This is an optimization exercise on Yosys and OpenROAD, whose aim is small area, a short achievable clock period and few clock cycles per item, not a production implementation.
Power and IR drop assume default switching activity.

## multi_stack_shared_buffer_core
module multi_stack_shared_buffer_core #(
   parameter int NUM_STACKS = msb_pkg::NUM_STACKS_DEFAULT,
   parameter int CAPACITY   = msb_pkg::CAPACITY_DEFAULT,
   parameter int DATA_WIDTH = msb_pkg::DATA_WIDTH_DEFAULT
) (
   input  wire logic        clock,
   input  wire logic        reset,
   input  wire logic        req_tvalid,
   output      logic        req_tready,
   input  wire logic [31:0] req_tdata,    
   input  wire logic [3:0]  req_tuser,    
   output      logic        rsp_tvalid,
   input  wire logic        rsp_tready,
   output      logic [31:0] rsp_tdata,    
   output      logic [1:0]  rsp_tuser     
);
   msb_pkg::req_type req;
   msb_pkg::rsp_type rsp;
   assign req.action   = msb_pkg::action_type'(req_tuser[1:0]);
   assign req.stack_id = req_tuser[3:2];
   assign req.value    = req_tdata;
   msb_engine #(
      .NUM_STACKS (NUM_STACKS),
      .CAPACITY   (CAPACITY),
      .DATA_WIDTH (DATA_WIDTH)
   ) u_engine (
      .clock     (clock),
      .reset     (reset),
      .req_valid (req_tvalid),
      .req_ready (req_tready),
      .req       (req),
      .rsp_valid (rsp_tvalid),
      .rsp_ready (rsp_tready),
      .rsp       (rsp)
   );
   assign rsp_tdata = rsp.data;
   assign rsp_tuser = rsp.status;
endmodule
Size: ~1400 cells after synthesis, roughly 650 flip-flops, ~76 I/O pins, ~24000 um2 of cells after synthesis.
make LEC_CHECK=0 CAP_MARGIN=20 CORE_MARGIN=2 CORE_UTILIZATION=40 CTS_BUF_LIST=sky130_fd_sc_hd__clkbuf_8 CTS_CLUSTER_SIZE=20 SETUP_SLACK_MARGIN=1.5 SLEW_MARGIN=20 TNS_END_PERCENT=0 finish   # period 4.0 ns
run.sh (not shown) runs the stock make flow with config.mk's settings and CLKGATE_MAP_FILE= SYNTH_SCRIPT=/design/flow/synth_recipe.tcl, a recipe that flattens the netlist after the stock synthesis.
Next try:
--- a/flow/config.mk
+++ b/flow/config.mk
@@ -10,6 +10,3 @@
 export CORE_UTILIZATION = 40
-export CTS_BUF_LIST = sky130_fd_sc_hd__clkbuf_8
-export CTS_CLUSTER_SIZE = 20
 export SETUP_SLACK_MARGIN = 1.5
 export SLEW_MARGIN = 20
-export TNS_END_PERCENT = 0
Effect:
- die area stays the same
- final area goes up by about 7%
- final cell count grows by 0.85%
- synthesized cell count is unchanged
No run of this note included a check of the RTL's function; only the layout flow was run.


== build 93 ==
The RTL this note starts from:
==> flow/design.v <==
`default_nettype none
package msb_pkg;
   localparam int ACTION_WIDTH   = 2;
   localparam int STACK_ID_WIDTH = 2;
   localparam int VALUE_WIDTH    = 32;
   localparam int STATUS_WIDTH   = 2;
   localparam int STACK_SLOTS    = 2 ** STACK_ID_WIDTH;
   localparam int NUM_STACKS_DEFAULT = 4;
   localparam int CAPACITY_DEFAULT   = 16;
   localparam int DATA_WIDTH_DEFAULT = 32;
   typedef enum logic [ACTION_WIDTH-1:0] {
      ACT_PUSH = 2'd0,
      ACT_POP  = 2'd1,
      ACT_PEEK = 2'd2,
      ACT_NOP  = 2'd3
   } action_type;
   typedef enum logic [STATUS_WIDTH-1:0] {
      ST_OK    = 2'd0,
      ST_FULL  = 2'd1,
      ST_EMPTY = 2'd2
   } status_type;
   typedef enum logic {
      PH_IDLE = 1'b0,
      PH_EXEC = 1'b1
   } phase_type;
   typedef struct packed {
      action_type                       action;
      logic [STACK_ID_WIDTH-1:0]        stack_id;
      logic signed [VALUE_WIDTH-1:0]    value;
   } req_type;
   typedef struct packed {
      logic signed [VALUE_WIDTH-1:0]    data;
      status_type                       status;
   } rsp_type;
   typedef struct packed {
      logic start;
      logic out_free;
   } eng_ctrl_type;
   typedef struct packed {
      logic busy;
      logic done;
   } eng_stat_type;
endpackage
`default_nettype wire
`default_nettype none
module msb_ram #(
   parameter int WIDTH = 32,
   parameter int DEPTH = 16
) (
   input  wire logic                       clock,
   input  wire logic [DEPTH-1:0]           wr_en,
   input  wire logic [WIDTH-1:0]           wr_data,
   input  wire logic [DEPTH-1:0]           rd_sel,
   output      logic [WIDTH-1:0]           rd_data
);
   logic [WIDTH-1:0] mem [DEPTH];
   always_ff @(posedge clock) begin
      for (int i = 0; i < DEPTH; i++) begin
         if (wr_en[i]) begin
            mem[i] <= wr_data;
         end
      end
   end
   always_comb begin
      rd_data = '0;
      for (int i = 0; i < DEPTH; i++) begin
         rd_data = rd_data | (mem[i] & {WIDTH{rd_sel[i]}});
      end
   end
endmodule
`default_nettype wire
`default_nettype none
module msb_engine #(
   parameter int NUM_STACKS = msb_pkg::NUM_STACKS_DEFAULT,
   parameter int CAPACITY   = msb_pkg::CAPACITY_DEFAULT,
   parameter int DATA_WIDTH = msb_pkg::DATA_WIDTH_DEFAULT
) (
   input  wire logic                    clock,
   input  wire logic                    reset,
   input  wire logic                    req_valid,
   output      logic                    req_ready,
   input  wire msb_pkg::req_type        req,
   output      logic                    rsp_valid,
   input  wire logic                    rsp_ready,
   output      msb_pkg::rsp_type        rsp
);
   localparam int AW = $clog2(CAPACITY);
   localparam int NS = msb_pkg::STACK_SLOTS;
   logic [AW-1:0]       head_ff [NS];
   logic [NS-1:0]       ne_ff;           
   logic [AW-1:0]       link_ff [CAPACITY];
   logic [CAPACITY-1:0] used_ff;
   logic                rdy_ff;          
   logic                rd_valid_ff;
   msb_pkg::status_type rd_status_ff;
   logic [CAPACITY-1:0] rd_sel_ff;       
   logic                main_valid_ff;
   msb_pkg::status_type main_status_ff;
   logic [DATA_WIDTH-1:0] main_data_ff;
   logic                skid_valid_ff;
   msb_pkg::status_type skid_status_ff;
   logic [DATA_WIDTH-1:0] skid_data_ff;
   logic                rd_move;
   logic                take;
   logic                rd_valid_in, main_valid_in, skid_valid_in;
   logic [CAPACITY-1:0] alloc_oh;
   logic [AW-1:0]       alloc_idx;
   logic                full;
   logic                accept;
   logic [NS-1:0]       sid_oh;
   logic [CAPACITY-1:0] head_oh [NS];
   logic [CAPACITY-1:0] is_self;
   logic [CAPACITY-1:0] top_sel;         
   logic [AW-1:0]       head_s;
   logic [AW-1:0]       below_s;
   logic                last_s;
   logic                ne_s;
   logic                is_push, is_pop, is_rd;
   logic                push_ok, pop_ok;
   msb_pkg::status_type status_new;
   logic [DATA_WIDTH-1:0] rd_data;
   always_comb begin
      alloc_oh  = '0;
      alloc_idx = '0;
      for (int i = CAPACITY - 1; i >= 0; i--) begin
         if (!used_ff[i]) begin
            alloc_oh    = '0;
            alloc_oh[i] = 1'b1;
            alloc_idx   = AW'(i);
         end
      end
      full = &used_ff;
   end
   always_comb begin
      for (int s = 0; s < NS; s++) begin
         for (int i = 0; i < CAPACITY; i++) begin
            head_oh[s][i] = ne_ff[s] && (head_ff[s] == AW'(i)) && (s < NUM_STACKS);
         end
      end
      for (int i = 0; i < CAPACITY; i++) begin
         is_self[i] = (link_ff[i] == AW'(i));
      end
   end
   assign req_ready = rdy_ff;
   assign accept    = req_valid && rdy_ff;
   always_comb begin
      for (int s = 0; s < NS; s++) begin
         sid_oh[s] = (req.stack_id == msb_pkg::STACK_ID_WIDTH'(s));
      end
      top_sel = '0;
      for (int s = 0; s < NS; s++) begin
         top_sel = top_sel | (head_oh[s] & {CAPACITY{sid_oh[s]}});
      end
      ne_s    = |top_sel;
      head_s  = head_ff[req.stack_id];
      below_s = '0;
      for (int i = 0; i < CAPACITY; i++) begin
         below_s = below_s | (link_ff[i] & {AW{top_sel[i]}});
      end
      last_s  = |(top_sel & is_self);
   end
   assign is_push = (req.action == msb_pkg::ACT_PUSH);
   assign is_pop  = (req.action == msb_pkg::ACT_POP);
   assign is_rd   = (req.action == msb_pkg::ACT_POP) || (req.action == msb_pkg::ACT_PEEK);
   assign push_ok = is_push && !full && (req.stack_id < msb_pkg::STACK_ID_WIDTH'(NUM_STACKS) || NUM_STACKS >= NS);
   assign pop_ok  = is_pop && ne_s;
   always_comb begin
      if (is_push && !push_ok) begin
         status_new = msb_pkg::ST_FULL;
      end else if (is_rd && !ne_s) begin
         status_new = msb_pkg::ST_EMPTY;
      end else begin
         status_new = msb_pkg::ST_OK;
      end
   end
   always_ff @(posedge clock) begin
      if (reset) begin
         used_ff <= '0;
         ne_ff   <= '0;
      end else if (accept) begin
         if (push_ok) begin
            used_ff <= used_ff | alloc_oh;
            ne_ff[req.stack_id] <= 1'b1;
         end
         if (pop_ok) begin
            used_ff <= used_ff & ~top_sel;
            ne_ff[req.stack_id] <= !last_s;
         end
      end
   end
   always_ff @(posedge clock) begin
      if (accept) begin
         if (push_ok) begin
            head_ff[req.stack_id] <= alloc_idx;
         end
         if (pop_ok) begin
            head_ff[req.stack_id] <= below_s;
         end
      end
   end
   always_ff @(posedge clock) begin
      for (int i = 0; i < CAPACITY; i++) begin
         if (alloc_oh[i]) begin
            link_ff[i] <= ne_s ? head_s : AW'(i);
         end
      end
   end
   assign take    = main_valid_ff && rsp_ready;
   assign rd_move = rd_valid_ff && (!skid_valid_ff || rsp_ready);
   always_comb begin
      rd_valid_in   = accept || (rd_valid_ff && !rd_move);
      main_valid_in = (main_valid_ff && !take) || skid_valid_ff || rd_move;
      skid_valid_in = skid_valid_ff ? !take || rd_move
                                    : rd_move && main_valid_ff && !take;
   end
   always_ff @(posedge clock) begin
      if (reset) begin
         rdy_ff        <= 1'b1;
         rd_valid_ff   <= 1'b0;
         main_valid_ff <= 1'b0;
         skid_valid_ff <= 1'b0;
      end else begin
         rdy_ff        <= !(rd_valid_in && main_valid_in && skid_valid_in);
         rd_valid_ff   <= rd_valid_in;
         main_valid_ff <= main_valid_in;
         skid_valid_ff <= skid_valid_in;
      end
   end
   always_ff @(posedge clock) begin
      if (accept) begin
         rd_status_ff <= status_new;
         rd_sel_ff    <= top_sel & {CAPACITY{is_rd}};
      end
   end
   always_ff @(posedge clock) begin
      if (!main_valid_ff || take) begin
         if (skid_valid_ff) begin
            main_status_ff <= skid_status_ff;
            main_data_ff   <= skid_data_ff;
         end else begin
            main_status_ff <= rd_status_ff;
            main_data_ff   <= rd_data;
         end
      end
      if (!skid_valid_ff || take) begin
         skid_status_ff <= rd_status_ff;
         skid_data_ff   <= rd_data;
      end
   end
   msb_ram #(
      .WIDTH (DATA_WIDTH),
      .DEPTH (CAPACITY)
   ) u_data_ram (
      .clock   (clock),
      .wr_en   (alloc_oh & {CAPACITY{rdy_ff}}),
      .wr_data (req.value[DATA_WIDTH-1:0]),
      .rd_sel  (rd_sel_ff),
      .rd_data (rd_data)
   );
   assign rsp_valid  = main_valid_ff;
   assign rsp.status = main_status_ff;
   assign rsp.data   = msb_pkg::VALUE_WIDTH'(main_data_ff);
endmodule
`default_nettype wire
`default_nettype none
module multi_stack_shared_buffer_core #(
   parameter int NUM_STACKS = msb_pkg::NUM_STACKS_DEFAULT,
   parameter int CAPACITY   = msb_pkg::CAPACITY_DEFAULT,
   parameter int DATA_WIDTH = msb_pkg::DATA_WIDTH_DEFAULT
) (
   input  wire logic        clock,
   input  wire logic        reset,
   input  wire logic        req_tvalid,
   output      logic        req_tready,
   input  wire logic [31:0] req_tdata,    
   input  wire logic [3:0]  req_tuser,    
   output      logic        rsp_tvalid,
   input  wire logic        rsp_tready,
   output      logic [31:0] rsp_tdata,    
   output      logic [1:0]  rsp_tuser     
);
   msb_pkg::req_type req;
   msb_pkg::rsp_type rsp;
   assign req.action   = msb_pkg::action_type'(req_tuser[1:0]);
   assign req.stack_id = req_tuser[3:2];
   assign req.value    = req_tdata;
   msb_engine #(
      .NUM_STACKS (NUM_STACKS),
      .CAPACITY   (CAPACITY),
      .DATA_WIDTH (DATA_WIDTH)
   ) u_engine (
      .clock     (clock),
      .reset     (reset),
      .req_valid (req_tvalid),
      .req_ready (req_tready),
      .req       (req),
      .rsp_valid (rsp_tvalid),
      .rsp_ready (rsp_tready),
      .rsp       (rsp)
   );
   assign rsp_tdata = rsp.data;
   assign rsp_tuser = rsp.status;
endmodule
`default_nettype wire
make LEC_CHECK=0 CAP_MARGIN=20 CORE_MARGIN=2 CORE_UTILIZATION=40 SETUP_SLACK_MARGIN=1.8 SLEW_MARGIN=20 finish   # period 4.0 ns
Here is what was changed in the inputs of build 37 compared with build 93.
Settings: putting TNS_END_PERCENT at 0 where nothing was set; swapping 1.8 for 1.9 in SETUP_SLACK_MARGIN; putting CTS_BUF_LIST at sky130_fd_sc_hd__clkbuf_8 where nothing was set.
### Flow results
[compare] base=build 93 new=build 37: share of total power in sequential cells moved up; routability congestion estimate from global placement moved up; worst hold slack level; worst setup slack moved up. Build 37 vs build 93 — number of global-route vias before repair climbed slightly. Total number of cells along the worst setup path in build 37 vs build 93: down 2. Initial antenna violation count delta for build 37 relative to build 93: 1 lower. Build 37 ends up with lower final instance area than build 93 does. Build 37 vs. build 93: total via count in the routed design saw a decrease, wire length -about 7%, clock latency on the worst-skew pair shows an increase of 0.10 ns.
No functional check of the RTL was part of any run of this note.

## afterwards: timing with drivers on the ports
The results above use ideal ports. As a check the final layouts listed here were re-extracted and re-timed, cells and wires unchanged. Step 1 sets driving cells, clkbuf_16 on the clock port and buf_2 on the other inputs (assumed; they add their load-dependent delay and slew). Step 2 adds t to the input delays and takes it off the output delays; t is the mean of the earliest and latest rising clock arrival at the registers after step 1. Input paths then give back, and output paths get back, about the clock's delay inside the block. Slacks: ideal / step 1 / step 2; pairs: ideal / step 1.
run | shift t [ns] | slack for setup (ns) | worst setup path after step 2 | worst data-port slew with drivers (ns)
the first run of note 1 | 0.769 | 0.961 / 0.977 / 0.224 | input to register | 0.13
the second run of note 1 | 0.662 | 0.953 / 0.953 / 0.331 | input to register | 0.11
build 93 | 0.674 | 0.896 / 0.928 / 0.254 | input to register | 0.12
build 37 | 0.756 | 1.034 / 1.061 / 0.314 | input to register | 0.11
After both steps every run listed still meets setup and hold. For the first run of note 1, which loses most, drivers alone change the setup slack by +0.016 ns; drivers and shift together by -0.737 ns.
